Background: an optimization exercise with open tools, aiming at small area and a short achievable clock period. Do not read the settings as production practice. RTL that was checked went through simulation tests only; none was proved equivalent to the original. Only the layout flow was run in runs 2 and 3; the RTL was not checked for function there. Power figures rest on the tool's default switching activity, not on a simulated workload.

<file path="flow/run.sh">
#!/bin/bash
# synth_recipe.tcl (not shown) runs the flow's synth.tcl, then flattens the netlist and writes it again
# the make line also repeats each setting of config.mk as NAME=value (left out here)
make -C /OpenROAD-flow-scripts/flow DESIGN_CONFIG=/design/flow/config.mk WORK_HOME=/design/flow/orfs CLKGATE_MAP_FILE= SYNTH_SCRIPT=/design/flow/synth_recipe.tcl finish
</file>
<file path="flow/config.mk">
export PLATFORM = sky130hd
export DESIGN_NAME = psram_spi_responder
export DESIGN_NICKNAME = psram_spi_responder
export VERILOG_FILES = /design/flow/design.v
export SDC_FILE = /design/flow/constraint.sdc
export NUM_CORES = 4
export LEC_CHECK = 0
export CAP_MARGIN = 20
export CORE_MARGIN = 2
export CORE_UTILIZATION = 70
export CTS_BUF_LIST = sky130_fd_sc_hd__clkbuf_8
export CTS_CLUSTER_DIAMETER = 50
export CTS_CLUSTER_SIZE = 20
export SETUP_SLACK_MARGIN = 3.0
export SLEW_MARGIN = 20
</file>
<file path="flow/constraint.sdc">
create_clock -name core_clock -period 5.0 [get_ports {sys_clk}]
set_input_delay 1.0000 -clock core_clock [delete_from_list [all_inputs] [get_ports {sys_clk}]]
set_output_delay 1.0000 -clock core_clock [all_outputs]
set_load 0.01 [all_outputs]
</file>
<file path="flow/design.v">
`default_nettype none
module psram_spi_responder #(
    parameter int         ADDR_W = 8,
    parameter logic [7:0] MF_ID  = 8'h0D,
    parameter logic [7:0] KGD_ID = 8'h5D
) (
    input  logic sys_clk,
    input  logic sys_reset_n,
    input  logic ce_n,
    input  logic sclk,
    input  logic si,
    output logic so,
    output logic so_oe,
    output logic busy,
    output logic rst_evt,
    output logic cmd_err
);
    localparam int DEPTH = 256;
    typedef enum logic [2:0] {
        S_IDLE, S_CMD, S_ADDR, S_RD, S_WR, S_ID, S_IGNORE
    } state_t;
    typedef enum logic [1:0] {K_RD, K_WR, K_ID} kind_t;
    logic [1:0]        ce_sync_q;
    logic [2:0]        sclk_sync_q;
    logic [1:0]        si_sync_q;
    state_t            state_q;
    kind_t             kind_q;
    logic [4:0]        bitcnt_q;
    logic [6:0]        sh_q;
    logic [2:0]        outcnt_q;
    logic [1:0]        id_idx_q;
    logic              reset_armed_q;
    logic              so_q, so_oe_q, busy_q, rst_evt_q, cmd_err_q;
    logic              we_q;
    logic [7:0]        rot_q;       
    logic [7:0]        pos_q;       
    logic              sel_q;       
    logic              got_q;       
    logic              b7a_q;       
    logic              b7b_q;       
    logic [6:0]        cur_q;       
    logic              pend_q;      
    logic [8*DEPTH-1:0] ring_q;
    logic              ce_s, sclk_rise, sclk_fall, si_s;
    logic              in_addr, in_rd, in_wr, in_id;
    logic [7:0]        byte_in;
    logic [7:0]        tap;
    logic [7:0]        id_byte;
    logic              consume, commit, load_pos, last_addr, ins, at0, at1;
    logic [7:0]        pos_ld;
    logic [7:0]        pos_p1, pos_p2;
    logic              bc7_q, bc22_q, bc23_q, oc0_q;
    logic [6:0]        cap;
    logic [7:0]        tap8, tap16, tap32;
    assign ce_s      = ce_sync_q[1];
    assign si_s      = si_sync_q[1];
    assign sclk_rise =  sclk_sync_q[1] & ~sclk_sync_q[2];
    assign sclk_fall = ~sclk_sync_q[1] &  sclk_sync_q[2];
    assign byte_in   = {sh_q, si_s};
    assign in_addr = state_q == S_ADDR;
    assign in_rd   = state_q == S_RD;
    assign in_wr   = state_q == S_WR;
    assign in_id   = state_q == S_ID;
    assign tap8  = ring_q[{pos_q[7:3], 3'b000, 3'b000} +: 8];
    assign tap16 = ring_q[{pos_q[7:4], 4'b0000, 3'b000} +: 8];
    assign tap32 = ring_q[{pos_q[7:5], 5'b00000, 3'b000} +: 8];
    assign tap   = {tap8[7:5], tap16[4:3], tap32[2:0]};
    assign at0 = pos_q[2:0] == 3'd0;    
    assign at1 = pos_q[2:0] == 3'd1;    
    always_comb begin
        case (id_idx_q)
            2'd0:    id_byte = MF_ID;
            2'd1:    id_byte = KGD_ID;
            default: id_byte = 8'h00;
        endcase
    end
    always_ff @(posedge sys_clk or negedge sys_reset_n) begin
        if (!sys_reset_n) begin
            ce_sync_q   <= 2'b11;
            sclk_sync_q <= '0;
            si_sync_q   <= '0;
        end else begin
            ce_sync_q   <= {ce_sync_q[0], ce_n};
            sclk_sync_q <= {sclk_sync_q[1:0], sclk};
            si_sync_q   <= {si_sync_q[0], si};
        end
    end
    always_ff @(posedge sys_clk) begin
        bc7_q  <= bitcnt_q == 5'd7;
        bc22_q <= bitcnt_q == 5'd22;
        bc23_q <= bitcnt_q == 5'd23;
        oc0_q  <= outcnt_q == 3'd0;
    end
    assign load_pos  = !ce_s && in_addr && sclk_rise && bc22_q;
    assign last_addr = !ce_s && in_addr && sclk_rise && bc23_q;
    assign consume   = !ce_s && in_rd && sclk_fall && oc0_q;
    assign commit    = !ce_s && in_wr && sclk_rise && bc7_q;
    always_ff @(posedge sys_clk or negedge sys_reset_n) begin
        if (!sys_reset_n) begin
            state_q       <= S_IDLE;
            kind_q        <= K_RD;
            bitcnt_q      <= '0;
            outcnt_q      <= '0;
            id_idx_q      <= '0;
            reset_armed_q <= 1'b0;
            so_q          <= 1'b0;
            so_oe_q       <= 1'b0;
            busy_q        <= 1'b0;
            rst_evt_q     <= 1'b0;
            cmd_err_q     <= 1'b0;
            we_q          <= 1'b0;
        end else begin
            rst_evt_q <= 1'b0;
            cmd_err_q <= 1'b0;
            we_q      <= 1'b0;
            if (ce_s) begin
                state_q  <= S_IDLE;
                so_q     <= 1'b0;
                so_oe_q  <= 1'b0;
                busy_q   <= 1'b0;
                bitcnt_q <= '0;
                outcnt_q <= '0;
            end else begin
                busy_q <= 1'b1;
                case (state_q)
                    S_IDLE: begin
                        state_q  <= S_CMD;
                        bitcnt_q <= '0;
                    end
                    S_CMD: if (sclk_rise) begin
                        bitcnt_q <= bitcnt_q + 5'd1;
                        if (bitcnt_q == 5'd7) begin
                            bitcnt_q      <= '0;
                            reset_armed_q <= 1'b0;
                            state_q       <= S_IGNORE;
                            case (byte_in)
                                8'h03: begin kind_q <= K_RD;  state_q <= S_ADDR; end
                                8'h02: begin kind_q <= K_WR;  state_q <= S_ADDR; end
                                8'h9F: begin kind_q <= K_ID;  state_q <= S_ADDR; end
                                8'h66: reset_armed_q <= 1'b1;
                                8'h99: if (reset_armed_q) rst_evt_q <= 1'b1;
                                default: cmd_err_q <= 1'b1;
                            endcase
                        end
                    end
                    S_ADDR: if (sclk_rise) begin
                        bitcnt_q <= bitcnt_q + 5'd1;
                        if (bitcnt_q == 5'd23) begin
                            bitcnt_q <= '0;
                            outcnt_q <= '0;
                            id_idx_q <= '0;
                            case (kind_q)
                                K_WR:    state_q <= S_WR;
                                K_ID:    state_q <= S_ID;
                                default: state_q <= S_RD;
                            endcase
                        end
                    end
                    S_RD, S_ID: if (sclk_fall) begin
                        so_oe_q  <= 1'b1;
                        outcnt_q <= outcnt_q + 3'd1;
                        if (state_q == S_ID)
                            so_q <= id_byte[3'd7 - outcnt_q];
                        else if (outcnt_q == 3'd0)
                            so_q <= (sel_q | got_q) ? b7b_q : b7a_q;
                        else
                            so_q <= cur_q[3'd7 - outcnt_q];
                        if (outcnt_q == 3'd7 && state_q == S_ID && id_idx_q != 2'd2)
                            id_idx_q <= id_idx_q + 2'd1;
                    end
                    S_WR: if (sclk_rise) begin
                        bitcnt_q <= bitcnt_q + 5'd1;
                        if (bitcnt_q == 5'd7) begin
                            bitcnt_q <= '0;
                            we_q     <= 1'b1;
                        end
                    end
                    S_IGNORE: ;
                    default: state_q <= S_IDLE;
                endcase
            end
        end
    end
    assign ins    = (we_q | pend_q) && pos_q[4:0] == 5'd0;
    assign pos_p1 = pos_q + 8'd1;
    assign pos_p2 = pos_q + 8'd2;
    genvar k;
    generate
        for (k = 0; k < 7; k++) begin : g_cap
            localparam int PW = k >= 5 ? 3 : k >= 3 ? 4 : 5;    
            wire prev = outcnt_q != 3'd0 && outcnt_q <= 3'(7 - k);
            assign cap[k] = in_rd && pos_q[PW-1:0] == (prev ? PW'(1) : PW'(0));
        end
    endgenerate
    assign pos_ld = {sh_q[5:0], si_s, 1'b1} + rot_q;
    always_ff @(posedge sys_clk)
        if (!ce_s && sclk_rise)
            sh_q <= byte_in[6:0];
    always_ff @(posedge sys_clk) begin
        rot_q  <= rot_q + 8'd1;
        pend_q <= (we_q | pend_q) & ~(pos_q[4:0] == 5'd0);
        if (load_pos)
            pos_q <= pos_ld;
        else if (consume || commit)
            pos_q <= pos_p2;
        else if (last_addr && !si_s)
            pos_q <= pos_q;
        else
            pos_q <= pos_p1;
        if (last_addr) begin
            sel_q <= si_s;
            got_q <= 1'b0;
        end else if (consume) begin
            sel_q <= 1'b1;
        end else if (in_rd && at0) begin
            got_q <= 1'b1;
        end
        if (in_addr && at1)
            b7a_q <= tap[7];
        if (commit)
            b7b_q <= byte_in[7];
        else if ((in_addr || in_rd) && at0)
            b7b_q <= tap[7];
        for (int k = 0; k < 7; k++) begin
            if (commit)
                cur_q[k] <= byte_in[k];
            else if (cap[k])
                cur_q[k] <= tap[k];
        end
    end
    genvar p;
    generate
        for (p = 0; p < DEPTH; p++) begin : g_ring
            if (p % 32 == 0) begin : g_ins
                always_ff @(posedge sys_clk)
                    ring_q[8*p +: 8] <= (ins && pos_q[7:5] == 3'(p / 32)) ? {b7b_q, cur_q}
                                        : ring_q[8*((p + DEPTH - 1) % DEPTH) +: 8];
            end else begin : g_sh
                always_ff @(posedge sys_clk)
                    ring_q[8*p +: 8] <= ring_q[8*((p + DEPTH - 1) % DEPTH) +: 8];
            end
        end
    endgenerate
    assign so      = so_q;
    assign so_oe   = so_oe_q;
    assign busy    = busy_q;
    assign rst_evt = rst_evt_q;
    assign cmd_err = cmd_err_q;
endmodule
`default_nettype wire
</file>
==> summary.txt, run 1 <==
Drt
  – Detail-routed net length per standard cell: 17.48 um
  – Remaining antenna violation count after routing: 0
  – Starting DRC count in detailed routing: 909
  – Total detailed-routing wirelength: 65000 um
  – Vias per std cell: 4.772
  – Drt first pass iters: 5
  – Total via count after detailed routing: 17740
  – Drc violations: 0

GRT
  – First-pass GRT wire length: 98790 um
  – Via count of the first global-routing pass: 17820
  – Congestion Overflow GR: 0
  – Combined global-route utilization of all metal layers: 19.05%
  – Initial antenna violation count: 13
  – Maximum number of pins on one net before global-route repair: 30

Run status
  – Run status: complete, no violations

Critical path
  – Crit-path leading delay family: flip-flops
  – Crit. End Element: primary output
  – Critical Path Source Type: flop
  – WP buf/inv: 1
  – Arrival time of the worst setup path: 1.32 ns
  – Critical-path cell with the highest stage delay: dfrtp_1
  – Critical path's largest stage delay: 0.40 ns
  – Minimum setup slack among reg-to-reg paths: 2.88 ns
  – Critical path data required time: 4.00 ns
  – Series of cell instances along the critical path: buf_2
  – Category of the most critical setup path: reg -> out
  – Crit path max fanout: 2

Timing
  – Final hold viol count: 0
  – Setup-violating endpoint count in the final report: 0
  – Crit share post-route: 46.45%
  – Setup total negative slack: 0 ns
  – Worst Clk Skew: 0.02660 ns
  – Post-layout minimum cycle time: 2.323 ns
  – Max transition margin: 66.39%
  – Fmax: 0.4306 GHz
  – Slew Viols, Final: 0
  – Unrepaired setup endpoints after global routing: true
  – Slew at the pin closest to its max-slew limit: 0.4989 ns

Clock network
  – Number of buffers on the longest clock path: 3
  – Clock insertion delay at the later pin of the skew report: 0.80 ns
  – Number of sinks handled by clock tree synthesis: 2116
  – # H-tree levels: 4
  – Clock transition time at the flip-flop clock pins of the worst setup and hold paths: 0.11 ns
  – CTS tree: built
  – Root buffer cell: clkbuf_8
  – Total CTS buffers: 130

Cells and area
  – Filler Cell Count: 3635
  – Total number of nets in the final design: 2819
  – Fraction of final layout cells sized beyond drive strength 1: 15.24%
  – Layout overhead on the synthesized area: 9.616%
  – Storage element area: 0.04278 mm2
  – Finished layout cell area: 0.05142 mm2
  – Area of the multi-input gates: 0.004278 mm2

Floorplan
  – I/O pin count: 10
  – Initial core utilization: 70.96%
  – Std-Cell Rows: 94
  – Placeable Area: 0.06610 mm2
  – Die area: 0.06909 mm2
  – Die H: 262.9 um
  – Die W: 262.9 um

Synthesis
  – Number of enable-type register cells in the synthesized netlist: 25
  – Total of warnings raised by yosys: 1
  – Nets in the synthesized netlist: 2624
  – Cell area after technology mapping: 0.04690 mm2
  – Number of flip-flops and latches in the synthesized netlist: 2116
  – Unique cell type count in the Yosys netlist: 76
  – Post-synthesis cell count: 2596
  – Syn_area_per_cell: 18.07 um2
  – Post-synthesis async set-or-reset flop share: 1.371%
  – Portion of the post-synthesis area used by sequential elements: 91.16%
  – Predominant post-synthesis flop cell: dfxtp_1

Placed design
  – Estimated wirelength of the detail-placed design: 39960 um
  – Area of placed instances: 0.04800 mm2
  – Global placement routability congestion: 0.8125
  – Port buffer count: 9

Power and ir drop
  – LEAKAGE: 20.76 nW
  – Post-layout total power: 26.01 mW
  – Power density normalized to cell area: 505.9 mW/mm2
  – Maximum ir drop on the vdd rail: 0.4194 mV

Worst hold path
  – Class of the tightest hold or removal check: reg -> reg

Run
  – Total of max-cap violations: 0
[cell families after synthesis]
| logic type | after synthesis | synth area share [%] |
|---|---|---|
| buffers and inverters | 57 | 0.5815 |
| AND/OR/NAND/NOR | 137 | 1.694 |
| adder cells (fa/ha/maj) | 24 | 0.6535 |
| AO/OA/AOI/OAI | 98 | 1.398 |
| flip-flops | 2116 | 91.16 |
| multiplexers | 138 | 4.028 |
| XOR/XNOR | 26 | 0.4855 |
[placed cells by master, fill, tap and decap left out, drive strengths merged, types with 20 or more instances in the layout]
cell type	netlist	final
o21ai	21	21
buf	22	90
dfrtp	27	27
mux2i	38	38
ha	22	22
nand2	21	21
mux2	71	71
edfxtp	25	25
clkbuf	11	141
inv	23	49
mux4	29	29
nand3	21	21
dfxtp	2062	2062
nor2	27	27
a21oi	27	27
xnor2	20	20
[synth_stat cells (3+ instances only)]
library cell / count / area, um2
dfxtp_1: 2062 / 41280
mux2_2: 69 / 777.0
mux2i_1: 38 / 380.4
a21oi_1: 27 / 135.1
dfrtp_1: 27 / 675.7
edfxtp_1: 25 / 750.7
nor2_1: 24 / 90.09
ha_1: 22 / 275.3
inv_1: 22 / 82.58
nand2_1: 21 / 78.83
nand3_1: 21 / 105.1
o21ai_0: 21 / 105.1
xnor2_1: 20 / 175.2
mux4_2: 16 / 360.4
buf_2: 14 / 70.07
nor3_1: 14 / 70.07
mux4_1: 13 / 341.6
clkbuf_1: 11 / 41.29
nand2b_1: 9 / 56.30
nor2b_1: 7 / 43.79
a21o_1: 6 / 45.04
a22oi_1: 6 / 45.04
xor2_1: 6 / 52.55
a22o_1: 5 / 43.79
a31oi_1: 5 / 31.28
and3_1: 5 / 31.28
a221oi_1: 4 / 35.03
nor4_1: 4 / 25.02
and2_1: 3 / 18.77
buf_6: 3 / 33.78
nor2_4: 3 / 33.78
nor4b_1: 3 / 26.28
o21a_1: 3 / 22.52
o41ai_1: 3 / 26.28
or3_1: 3 / 18.77
[metrics by stage]
step | instances | utilization [%] | hold WS (ns) | setup slack, ns
finish | 3718 | 77.79 | 0.3132 | 2.677
detailed placement | 3443 | 72.61 | 0.3121 | 1.942
global placement | 3443 | 72.61 | 0.3095 | 1.979
global route | 3715 | 77.78 | 0.3192 | 2.596
CTS | 3683 | 77.14 | 0.3101 | 2.588
floorplan | 2596 | - | 0.3096 | 2.965
[worst register-to-register path, cell delays in order (launching register included)]
cell      delay (ns)
edfxtp_1        0.41
buf_12          0.15
mux4_1          0.56
mux4_2          0.49
mux2_2          0.27
[final timing paths]
| kind | cells after the start | to | startpoint |
|---|---|---|---|
| worst min-delay path | 0 | ring_q[359] | ring_q[351] |
| worst min register to register | 0 | ring_q[359] | ring_q[351] |
| worst max-delay path | 1 | so | so_q |
| max in group asynchronous | 2 | ce_sync_q[1] | sys_reset_n |
| min in group asynchronous | 2 | sclk_sync_q[1] | sys_reset_n |
| worst max register to register | 4 | cur_q[3] | pos_q[5] |
[per-layer routing]
layer	up-vias	track usage, %	wire length (um)
met1	8562	26.70	31400
met2	305	29.52	29140
met4	2	7.490	1778
met5	-	0	13
met3	148	4.020	2670
li1	8724	-	-
[state kept, by name (all words and copies together) (netlist names), 3 cells and up]
signal and cells:
pos_q 8, sclk_sync_q 3, bitcnt_q 5, outcnt_q 3, state_q 3, cur_q 7
rot_q 8, ring_q 2048, sh_q 7
[final cells by class]
| type | count | area share [%] |
|---|---|---|
| clock inverter | 48 | 0.7471 |
| clock buffer | 140 | 3.748 |
| inverter | 24 | 0.1995 |
| timing repair buffer | 95 | 1.647 |
| antenna | 7 | 0.03407 |
| multi-input combinational | 424 | 8.320 |
| tap | 864 | 2.103 |
| sequential | 2116 | 83.20 |
[where the power goes]
part	total [mW]	switching (mW)	internal [mW]
clock network	7.48	4.69	2.79
logic	1.50	0.810	0.689
registers	17.0	0.0724	17.0
total	26.0	5.57	20.4
[repair_timing]
action,CTS,global route
setup endpoints to repair,115,83
gates cloned,1,1
hold buffers,0,0
setup buffers,51,27
pin swaps,14,17
resized for setup,90,33
==> inputs of run 2 (changes only) <==
--- a/flow/design.v
+++ b/flow/design.v
@@ -204,6 +204,6 @@
         else if (consume || commit)
             pos_q <= pos_p2;
-        else if (last_addr && !si_s)
-            pos_q <= pos_q;
+        else if (last_addr)
+            pos_q <= pos_q + {7'd0, si_s};
         else
             pos_q <= pos_p1;
--- a/flow/config.mk
+++ b/flow/config.mk
@@ -9,7 +9,6 @@
 export CORE_MARGIN = 2
 export CORE_UTILIZATION = 70
-export CTS_BUF_LIST = sky130_fd_sc_hd__clkbuf_8
-export CTS_CLUSTER_DIAMETER = 50
-export CTS_CLUSTER_SIZE = 20
+export CTS_CLUSTER_DIAMETER = 60
+export CTS_CLUSTER_SIZE = 32
 export SETUP_SLACK_MARGIN = 3.0
 export SLEW_MARGIN = 20
==> summary.txt, run 2 <==
Synthesis
  – Cell type with the highest aggregate area in the netlist: dfxtp_1
  – Nets in the synthesized netlist: 2621
  – Number of flip-flops and latches in the synthesized netlist: 2116
  – Predominant post-synthesis flop cell: dfxtp_1
  – Number of enable-type register cells in the synthesized netlist: 18
  – Unique cell type count in the Yosys netlist: 69
  – Library cell with the highest instance count after synthesis: dfxtp_1
  – Post-synthesis async set-or-reset flop share: 1.371%
  – Total of warnings raised by yosys: 1
  – Largest cells by area after synthesis: dfxtp_1, mux4_2, mux2_2, dfrtp_1, edfxtp_1
  – Cell area after technology mapping: 0.04668 mm2
  – Syn_area_per_cell: 18.00 um2
  – Leading cell types by count after synthesis: dfxtp_1, mux2_2, nand2_1
  – Portion of the post-synthesis area used by sequential elements: 91.45%
  – Post-synthesis cell count: 2593
  – Top-area cell type share of the netlist area: 88.73%

Power and ir drop
  – Maximum ir drop on the vdd rail: 0.3991 mV
  – Share of power burned in the clock network: 32.1%
  – Combinational share of power: 0.2%
  – Share of power burned in registers: 67.7%
  – LEAKAGE: 20.38 nW
  – Switching share of power: 19.24%
  – Cell-internal power: 20.15 mW
  – Sw power: 4.800 mW
  – Power density normalized to cell area: 486.5 mW/mm2

Floorplan
  – Die W: 262.2 um
  – I/O pin count: 10
  – Std-Cell Rows: 94
  – Die H: 262.2 um
  – Initial core utilization: 70.87%
  – Die area: 0.06877 mm2
  – Placeable Area: 0.06586 mm2

Clock network
  – Hold_buf cts: 0
  – Clock transition time at the flip-flop clock pins of the worst setup and hold paths: 0.11 ns
  – Clock insertion delay at the later pin of the skew report: 0.66 ns
  – Root buffer cell: clkbuf_16
  – Number of buffers on the longest clock path: 3
  – Number of sinks handled by clock tree synthesis: 2116
  – # H-tree levels: 3
  – CTS tree: built
  – Total CTS buffers: 81

Timing
  – Setup-violating endpoint count in the final report: 0
  – Crit share post-route: 44.96%
  – Setup total negative slack: 0 ns
  – Slew Viols, Final: 0
  – Worst Clk Skew: 0.02709 ns
  – Max transition margin: 52.67%
  – Final hold viol count: 0
  – Slew at the pin closest to its max-slew limit: 0.7100 ns
  – Setup slack of the critical path after layout: 2.752 ns
  – Fmax: 0.4448 GHz
  – Post-layout minimum cycle time: 2.248 ns
  – Unrepaired setup endpoints after global routing: true

Cells and area
  – Largest registers: ring_q x2048, pos_q x8, rot_q x8
  – Most common cell after layout, fill and taps aside: dfxtp_1
  – Layout overhead on the synthesized area: 9.880%
  – Commonest non-fill, non-tap cells in the layout: dfxtp_1, clkbuf_16, mux2_2, buf_4, nand2_1
  – Fraction of final layout cells sized beyond drive strength 1: 13.21%
  – Register containing the most flip-flops in the final layout: ring_q
  – Total number of nets in the final design: 2756
  – Number of flip-flops under the largest register name: 2048

GRT
  – Maximum number of pins on one net before global-route repair: 34
  – Via count of the first global-routing pass: 17860
  – Initial antenna violation count: 9
  – Congestion Overflow GR: 0
  – Combined global-route utilization of all metal layers: 19.22%
  – First-pass GRT wire length: 101300 um

Critical path
  – Critical Path Source Type: flop
  – Arrival time of the worst setup path: 1.25 ns
  – Critical path data required time: 4.00 ns
  – Critical-path cell with the highest stage delay: dfrtp_1
  – Series of cell instances along the critical path: buf_2
  – WP buf/inv: 1
  – Crit-path leading delay family: flip-flops
  – Category of the most critical setup path: reg -> out
  – Crit path max fanout: 1
  – Crit. End Element: primary output
  – Critical path's largest stage delay: 0.44 ns

Drt
  – Met2 Wirelength: 30110 um
  – Remaining antenna violation count after routing: 0
  – Drc violations: 0
  – Total detailed-routing wirelength: 66120 um
  – Starting DRC count in detailed routing: 979
  – Total via count after detailed routing: 17360
  – Highest routed layer: met4
  – Vias per std cell: 4.795
  – Detail-routed net length per standard cell: 18.26 um
  – WL met3: 1830 um
  – Drt first pass iters: 5
  – Met1 Wirelength: 32090 um

Placed design
  – Estimated wirelength of the detail-placed design: 39490 um
  – Global placement routability congestion: 0.8206
  – Setup Slack @ Placement: 2.431 ns
  – Port buffer count: 9

Run
  – Total of max-cap violations: 0

Worst hold path
  – Class of the tightest hold or removal check: reg -> reg

Run status
  – Run status: complete, no violations
run 2: cell count changes after synthesis, sizes merged, moves of 5 or more:
cell and delta:
nor2 +12, a21oi -9, nand2 +21, dfxtp +7, o21ai +13, mux2i -22
mux4 +9, a21o -5, a22oi -5, nand3 -7, edfxtp -7
run 2: power groups by stage:
stage                     clock (mW)  combinational, mW  sequential [mW]
final                           8.00             0.0609             16.9
after global routing            8.71             0.0660             16.9
after CTS                       8.16             0.0495             16.9
after detailed placement           0             0.0391             17.3
after global placement             0             0.0373             17.3
after floorplan                    0             0.0258             17.3
run 2: worst paths after layout:
| path | startpoint | to | slack [ns] | depth (start not counted) |
|---|---|---|---|---|
| setup / recovery | cmd_err_q | cmd_err | 2.75 | 1 |
| hold / removal | ring_q[555] | ring_q[563] | 0.33 | 0 |
| setup reg to reg | pos_q[0] | ring_q[769] | 2.89 | 6 |
| hold reg to reg | ring_q[555] | ring_q[563] | 0.33 | 0 |
| max in group asynchronous | sys_reset_n | state_q[0] | 4.07 | 1 |
| min in group asynchronous | sys_reset_n | cmd_err_q | 0.39 | 1 |
run 2: stage by stage:
| step | hold WS, ns | cell area [um2] | power, mW | util, % | instances |
|---|---|---|---|---|---|
| global route | 0.3297 | 51290 | 25.67 | 77.87 | 3619 |
| floorplan | 0.3096 | 46700 | 17.29 | - | 2593 |
| CTS | 0.3267 | 50760 | 25.10 | 77.07 | 3589 |
| finish | 0.3259 | 51290 | 24.95 | 77.88 | 3621 |
| global placement | 0.3095 | 47740 | 17.31 | 72.48 | 3442 |
| detailed placement | 0.3121 | 47740 | 17.31 | 72.48 | 3442 |
run 2: logic make-up after synthesis:
group	synth area share (%)
compound gates	1.112
xor+xnor	0.5066
fa+ha+maj	0.6540
buf+inv	0.4905
flops	91.45
mux	3.841
simple gates	1.946
run 2: layout make-up:
class,count,area [um2]
fill,3562,14570
antenna,2,5.005
multi-input combinational,428,4155
clock buffer,90,2145
timing repair buffer,80,833.3
tap,864,1081
sequential,2116,42720
clock inverter,20,274.0
inverter,21,82.58
run 2: timing repair:
action / in CTS / in global routing
resized for setup: 80 / 65
pin swaps: 11 / 27
cloned: 3 / 0
setup buffers: 34 / 30
endpoints found under the setup margin: 109 / 76
run 2: layer usage:
metal	up-vias	GRT usage, %
li1	8551	-
met1	8397	27.59
met2	285	30.53
met3	128	2.534
met4	0	6.895
met5	-	0
==> inputs of run 3 (changes only) <==
--- a/flow/config.mk
+++ b/flow/config.mk
@@ -11,4 +11,4 @@
 export CTS_CLUSTER_DIAMETER = 60
 export CTS_CLUSTER_SIZE = 32
-export SETUP_SLACK_MARGIN = 3.0
+export SETUP_SLACK_MARGIN = 2.9
 export SLEW_MARGIN = 20
==> summary.txt, run 3 <==
Run status
  – Run status: complete, no violations

Clock network
  – Root buffer cell: clkbuf_16
  – Clock transition time at the flip-flop clock pins of the worst setup and hold paths: 0.11 ns
  – Number of sinks handled by clock tree synthesis: 2116
  – Clock insertion delay at the later pin of the skew report: 0.65 ns
  – Total CTS buffers: 80
  – CTS tree: built
  – # H-tree levels: 3
  – Number of buffers on the longest clock path: 3

Critical path
  – Worst setup path start: so_q
  – Crit. End Element: primary output
  – WP buf/inv: 1
  – Critical path data required time: 4.00 ns
  – Reg2reg path depth: 5
  – Critical-path cell with the highest stage delay: dfrtp_1
  – Worst r2r src: pos_q[2]
  – Category of the most critical setup path: reg -> out
  – Minimum setup slack among reg-to-reg paths: 2.95 ns
  – Critical Path Source Type: flop
  – Crit-path leading delay family: flip-flops
  – Critical path's largest stage delay: 0.45 ns
  – R2R Path End: ring_q[257]
  – Crit path max fanout: 2
  – Arrival time of the worst setup path: 1.24 ns
  – Total stage count of the critical path: 1
  – Series of cell instances along the critical path: buf_6
  – Worst Setup EP: so

Cells and area
  – Most common cell after layout, fill and taps aside: dfxtp_1
  – Layout overhead on the synthesized area: 8.928%
  – Number of flip-flops under the largest register name: 2048
  – Post-route core utilization: 77.20%
  – Total number of nets in the final design: 2738
  – Fraction of final layout cells sized beyond drive strength 1: 11.76%
  – Register containing the most flip-flops in the final layout: ring_q
  – Commonest non-fill, non-tap cells in the layout: dfxtp_1, clkbuf_16, mux2_2, buf_4, nand2_1
  – Non-Filler Instances: 3606
  – Largest registers: ring_q x2048, pos_q x8, rot_q x8

Synthesis
  – Post-synthesis async set-or-reset flop share: 1.371%
  – Nets in the synthesized netlist: 2621
  – Syn_area_per_cell: 18.00 um2
  – Post-synthesis cell count: 2593
  – Top-area cell type share of the netlist area: 88.73%
  – Total of warnings raised by yosys: 1
  – Number of enable-type register cells in the synthesized netlist: 18
  – Largest cells by area after synthesis: dfxtp_1, mux4_2, mux2_2, dfrtp_1, edfxtp_1
  – Predominant post-synthesis flop cell: dfxtp_1
  – Cell type with the highest aggregate area in the netlist: dfxtp_1
  – Library cell with the highest instance count after synthesis: dfxtp_1
  – Unique cell type count in the Yosys netlist: 69
  – Leading cell types by count after synthesis: dfxtp_1, mux2_2, nand2_1
  – Cell area after technology mapping: 0.04668 mm2
  – Number of flip-flops and latches in the synthesized netlist: 2116
  – Portion of the post-synthesis area used by sequential elements: 91.45%

Timing
  – Setup total negative slack: 0 ns
  – Unrepaired setup endpoints after global routing: true
  – Setup-violating endpoint count in the final report: 0
  – Post-layout minimum cycle time: 2.239 ns
  – Fmax: 0.4466 GHz
  – Crit share post-route: 44.78%
  – Max transition margin: 53.27%
  – Final hold viol count: 0
  – Worst Clk Skew: 0.02133 ns
  – Slew at the pin closest to its max-slew limit: 0.7010 ns
  – Slew Viols, Final: 0

Drt
  – Starting DRC count in detailed routing: 930
  – Drc violations: 0
  – Remaining antenna violation count after routing: 0
  – Total via count after detailed routing: 17240
  – Detail-routed net length per standard cell: 18.56 um
  – Vias per std cell: 4.781
  – Total detailed-routing wirelength: 66930 um
  – Highest routed layer: met4
  – Met2 Wirelength: 30070 um
  – Drt first pass iters: 5
  – WL met3: 2216 um
  – Met1 Wirelength: 33260 um

GRT
  – First-pass GRT wire length: 103700 um
  – Combined global-route utilization of all metal layers: 19.78%
  – Maximum number of pins on one net before global-route repair: 34
  – Initial antenna violation count: 11
  – Via count of the first global-routing pass: 17670
  – Congestion Overflow GR: 0

Placed design
  – Port buffer count: 9
  – Cell count after placement: 3443
  – Estimated wirelength of the detail-placed design: 39540 um
  – Global placement routability congestion: 0.8595

Floorplan
  – Die H: 262.2 um
  – Std-Cell Rows: 94
  – I/O pin count: 10
  – Die area: 0.06877 mm2
  – Initial core utilization: 70.87%
  – Placeable Area: 0.06586 mm2
  – Die W: 262.2 um

Worst hold path
  – Class of the tightest hold or removal check: reg -> reg
  – HP Start: ring_q[1066]

Power and ir drop
  – Power density normalized to cell area: 490.6 mW/mm2
  – Maximum ir drop on the vdd rail: 0.4606 mV
  – Post-layout total power: 24.95 mW
  – LEAKAGE: 20.26 nW

Run
  – Total of max-cap violations: 0
run 3: cell types whose count changed in the layout (fill, tap and decap cells not counted), sizes merged:
cell / change
inv: -1
bufinv: +1
buf: -17
clkinvlp: -2
clkinv: +1
clkbuf: +2
diode: +2
bufbuf: -1
run 3: cell type report:
type	instances	area [um2]
inverter	21	78.83
antenna	4	10.01
fill	3521	15020
tap	864	1081
clock buffer	91	2147
multi-input combinational	428	3953
clock inverter	19	269.0
sequential	2116	42710
timing repair buffer	63	594.3
run 3: metrics by stage:
step	hold slack (ns)	setup slack (ns)	cell area, um2
after detailed placement	0.3121	2.350	47740
after CTS	0.3201	2.702	50540
after global placement	0.3095	2.351	47740
after floorplan	0.3096	2.935	46680
after global routing	0.3230	2.696	50840
final	0.3247	2.761	50850
run 3: worst min path at each step:
stage,end,cells after the start
floorplan,ring_q[1000],0
global placement,ring_q[1660],0
detailed placement,ring_q[1234],0
CTS,ring_q[1074],0
global route,ring_q[87],0
finish,ring_q[1074],0
run 3: repair_timing:
action                     in CTS  in global routing
setup endpoints to repair     109                 74
cloned                          0                  1
pin swaps                       8                  8
resized for setup              63                 28
buffers inserted               26                 22
hold buffers                    0                  0
run 3: cell families after synthesis:
kind of cell / after synthesis / synth area share (%)
AO/OA/AOI/OAI: 86 / 1.112
XOR/XNOR: 27 / 0.5066
adder cells (fa/ha/maj): 24 / 0.6540
buffers and inverters: 49 / 0.4905
flip-flops: 2116 / 91.45
multiplexers: 123 / 3.841
AND/OR/NAND/NOR: 168 / 1.946
run 3: where the power goes:
group	leakage, nW	internal [mW]	total [mW]	switching (mW)
Sequential	17.2	16.9	16.9	0.0118
Combinational	1.90	0.0220	0.0522	0.0302
Clock	1.18	3.29	8.01	4.72
Total	20.3	20.2	24.9	4.77
run 3: per-layer routing:
| metal | GRT usage (%) | vias to the layer above |
|---|---|---|
| met5 | 0 | - |
| met4 | 4.760 | 0 |
| met3 | 2.891 | 100 |
| met2 | 30.42 | 252 |
| met1 | 30.13 | 8355 |
| li1 | - | 8534 |
==> inputs of run 4 (changes only) <==
--- a/flow/design.v
+++ b/flow/design.v
@@ -204,6 +204,6 @@
         else if (consume || commit)
             pos_q <= pos_p2;
-        else if (last_addr)
-            pos_q <= pos_q + {7'd0, si_s};
+        else if (last_addr && !si_s)
+            pos_q <= pos_q;
         else
             pos_q <= pos_p1;
==> summary.txt, run 4 <==
Critical path
  – Crit path max fanout: 2
  – Critical-path cell with the highest stage delay: dfrtp_1
  – Minimum setup slack among reg-to-reg paths: 2.87 ns
  – Critical Path Source Type: flop
  – Crit-path leading delay family: flip-flops
  – Total stage count of the critical path: 1
  – Reg2reg path depth: 7
  – WP buf/inv: 1
  – Arrival time of the worst setup path: 1.16 ns
  – Critical path data required time: 4.00 ns
  – Critical path's largest stage delay: 0.39 ns
  – R2R Path End: cur_q[6]
  – Worst r2r src: pos_q[3]
  – Series of cell instances along the critical path: buf_2
  – Category of the most critical setup path: reg -> out
  – Worst Setup EP: so
  – Worst setup path start: so_q
  – Crit. End Element: primary output

Cells and area
  – Post-route core utilization: 77.56%
  – Register containing the most flip-flops in the final layout: ring_q
  – Non-Filler Instances: 3616
  – Largest registers: ring_q x2048, pos_q x8, rot_q x8
  – Most common cell after layout, fill and taps aside: dfxtp_1
  – Commonest non-fill, non-tap cells in the layout: dfxtp_1, clkbuf_16, mux2_2, buf_4, mux2i_1
  – Layout overhead on the synthesized area: 9.296%
  – Filler Cell Count: 3537
  – Total number of nets in the final design: 2750
  – Fraction of final layout cells sized beyond drive strength 1: 12.38%
  – Number of flip-flops under the largest register name: 2048

Clock network
  – Number of buffers on the longest clock path: 3
  – CTS tree: built
  – Hold_buf cts: 0
  – Number of sinks handled by clock tree synthesis: 2116
  – Root buffer cell: clkbuf_16
  – Clock transition time at the flip-flop clock pins of the worst setup and hold paths: 0.11 ns
  – # H-tree levels: 3
  – Clock insertion delay at the later pin of the skew report: 0.65 ns
  – Total CTS buffers: 81

Floorplan
  – Initial core utilization: 70.96%
  – Std-Cell Rows: 94
  – I/O pin count: 10
  – Placeable Area: 0.06610 mm2
  – Die area: 0.06909 mm2
  – Die W: 262.9 um
  – Die H: 262.9 um

Power and ir drop
  – Switching share of power: 21.21%
  – Share of power burned in the clock network: 30.3%
  – Maximum ir drop on the vdd rail: 0.4270 mV
  – Cell-internal power: 20.85 mW
  – Sw power: 5.612 mW
  – Power density normalized to cell area: 516.2 mW/mm2
  – Share of power burned in registers: 64.5%
  – LEAKAGE: 20.59 nW
  – Combinational share of power: 5.2%

Run
  – Total of max-cap violations: 0

Synthesis
  – Leading cell types by count after synthesis: dfxtp_1, mux2_2, mux2i_1
  – Unique cell type count in the Yosys netlist: 76
  – Cell area after technology mapping: 0.04690 mm2
  – Total of warnings raised by yosys: 1
  – Post-synthesis cell count: 2596
  – Portion of the post-synthesis area used by sequential elements: 91.16%
  – Number of flip-flops and latches in the synthesized netlist: 2116
  – Predominant post-synthesis flop cell: dfxtp_1
  – Nets in the synthesized netlist: 2624
  – Post-synthesis async set-or-reset flop share: 1.371%
  – Number of enable-type register cells in the synthesized netlist: 25
  – Top-area cell type share of the netlist area: 88.01%
  – Library cell with the highest instance count after synthesis: dfxtp_1
  – Largest cells by area after synthesis: dfxtp_1, mux2_2, edfxtp_1, dfrtp_1, mux2i_1
  – Cell type with the highest aggregate area in the netlist: dfxtp_1
  – Syn_area_per_cell: 18.07 um2

GRT
  – Congestion Overflow GR: 0
  – Combined global-route utilization of all metal layers: 19.83%
  – Initial antenna violation count: 13
  – First-pass GRT wire length: 103600 um
  – Maximum number of pins on one net before global-route repair: 34
  – Via count of the first global-routing pass: 18010

Timing
  – Slew at the pin closest to its max-slew limit: 0.6545 ns
  – Setup slack of the critical path after layout: 2.840 ns
  – Final hold viol count: 0
  – Post-layout minimum cycle time: 2.160 ns
  – Crit share post-route: 43.19%
  – Unrepaired setup endpoints after global routing: true
  – Slew Viols, Final: 0
  – Fmax: 0.4631 GHz
  – Worst hold-check slack: 0.3096 ns
  – Worst Clk Skew: 0.02536 ns
  – Setup total negative slack: 0 ns
  – Setup-violating endpoint count in the final report: 0
  – Max transition margin: 56.37%

Placed design
  – Port buffer count: 9
  – Global placement routability congestion: 0.8214
  – Setup Slack @ Placement: 1.981 ns
  – Estimated wirelength of the detail-placed design: 39590 um
  – Cell count after placement: 3442

Drt
  – Remaining antenna violation count after routing: 0
  – Drc violations: 0
  – Total detailed-routing wirelength: 67720 um
  – Drt first pass iters: 5
  – Starting DRC count in detailed routing: 997
  – Total via count after detailed routing: 17370
  – Vias per std cell: 4.803
  – Detail-routed net length per standard cell: 18.73 um

Run status
  – Run status: complete, no violations

Worst hold path
  – Class of the tightest hold or removal check: reg -> reg
[run 4: cells by family (layout without fill, tap and decap cells)]
family | Yosys count | count (layout) | synth area share [%]
DFF | 2116 | 2116 | 91.16
muxes | 138 | 138 | 4.028
AOI/OAI and AO/OA | 98 | 98 | 1.398
buffers and inverters | 57 | 206 | 0.5815
other | 0 | 6 | 0
adders and majority gates | 24 | 24 | 0.6535
xor gates and xnor gates | 26 | 26 | 0.4855
and+or+nand+nor | 137 | 138 | 1.694
[run 4: repair_timing]
action,in CTS,in global routing
gates resized for setup,54,63
endpoints found under the setup margin,111,92
cloned,1,1
hold endpoints to repair,0,0
setup buffers,38,21
pin swaps,8,14
[run 4: cell type report]
| type | instances | area, um2 | share of cell area (%) |
|---|---|---|---|
| flip-flops and latches | 2116 | 42770 | 83.43 |
| multi-input cells | 424 | 4210 | 8.213 |
| clock buffers | 89 | 2185 | 4.261 |
| well taps | 864 | 1081 | 2.109 |
| repair buffers | 75 | 664.4 | 1.296 |
| clock inverters | 18 | 245.2 | 0.4784 |
| inverters | 24 | 92.59 | 0.1806 |
| diodes | 6 | 15.01 | 0.02929 |
[run 4: routing by layer]
metal / global-route usage, % / wire length [um]
met5: 0 / 0
met2: 31.46 / 31060
met4: 6.533 / 1701
met1: 28.34 / 32480
met3: 3.233 / 2483
[run 4: stage by stage]
step	cell area, um2	power [mW]
2_1_floorplan	46920	18.23
3_3_place_gp	47950	18.38
3_5_place_dp	47950	18.41
4_1_cts	50820	26.42
5_1_grt	51260	27.27
6_report	51270	26.46
[run 4: power by group through the flow]
stage / clock network, mW / logic (mW) / registers, mW
3_3_place_gp: 0 / 0.816 / 17.6
3_5_place_dp: 0 / 0.833 / 17.6
4_1_cts: 8.20 / 1.16 / 17.1
2_1_floorplan: 0 / 0.846 / 17.4
6_report: 8.02 / 1.38 / 17.1
5_1_grt: 8.73 / 1.46 / 17.1
[run 4: worst min-delay path by stage]
stage               cells past startpoint      endpoint  slack (ns)          from
global route                            0  ring_q[2046]        0.31  ring_q[2038]
global placement                        0  ring_q[1172]        0.31  ring_q[1164]
CTS                                     0  ring_q[2046]        0.31  ring_q[2038]
floorplan                               0  ring_q[1000]        0.31   ring_q[992]
detailed placement                      0   ring_q[195]        0.31   ring_q[187]
finish                                  0  ring_q[2046]        0.31  ring_q[2038]

static timing again, ports no longer ideal:
The flow's constraints put no driver on any port. The routed layouts listed below were extracted and timed again, unchanged, in two steps. Step 1, drivers: a clkbuf_16 drives sys_clk and a buf_2 each remaining input, both assumed. Step 2 adds t to the input delays and takes it off the output delays; t is the mean of the earliest and latest rising clock arrival at the registers after step 1. Input paths then give back, and output paths get back, about the clock's delay inside the block. a / b / c = ideal / step 1 / step 2; a / b = the first two.
| run | t, ns | slack for setup (ns) | hold WS [ns] | worst setup path after step 2 |
|---|---|---|---|---|
| run 1 | 0.845 | 2.677 / 2.618 / 2.878 | 0.313 / 0.313 / 0.313 | register to register |
| run 2 | 0.710 | 2.752 / 2.687 / 2.892 | 0.326 / 0.326 / 0.326 | register to register |
| run 3 | 0.710 | 2.761 / 2.694 / 2.953 | 0.325 / 0.325 / 0.325 | register to register |
| run 4 | 0.702 | 2.840 / 2.776 / 2.870 | 0.310 / 0.310 / 0.310 | register to register |
After both steps every run listed still meets setup and hold.
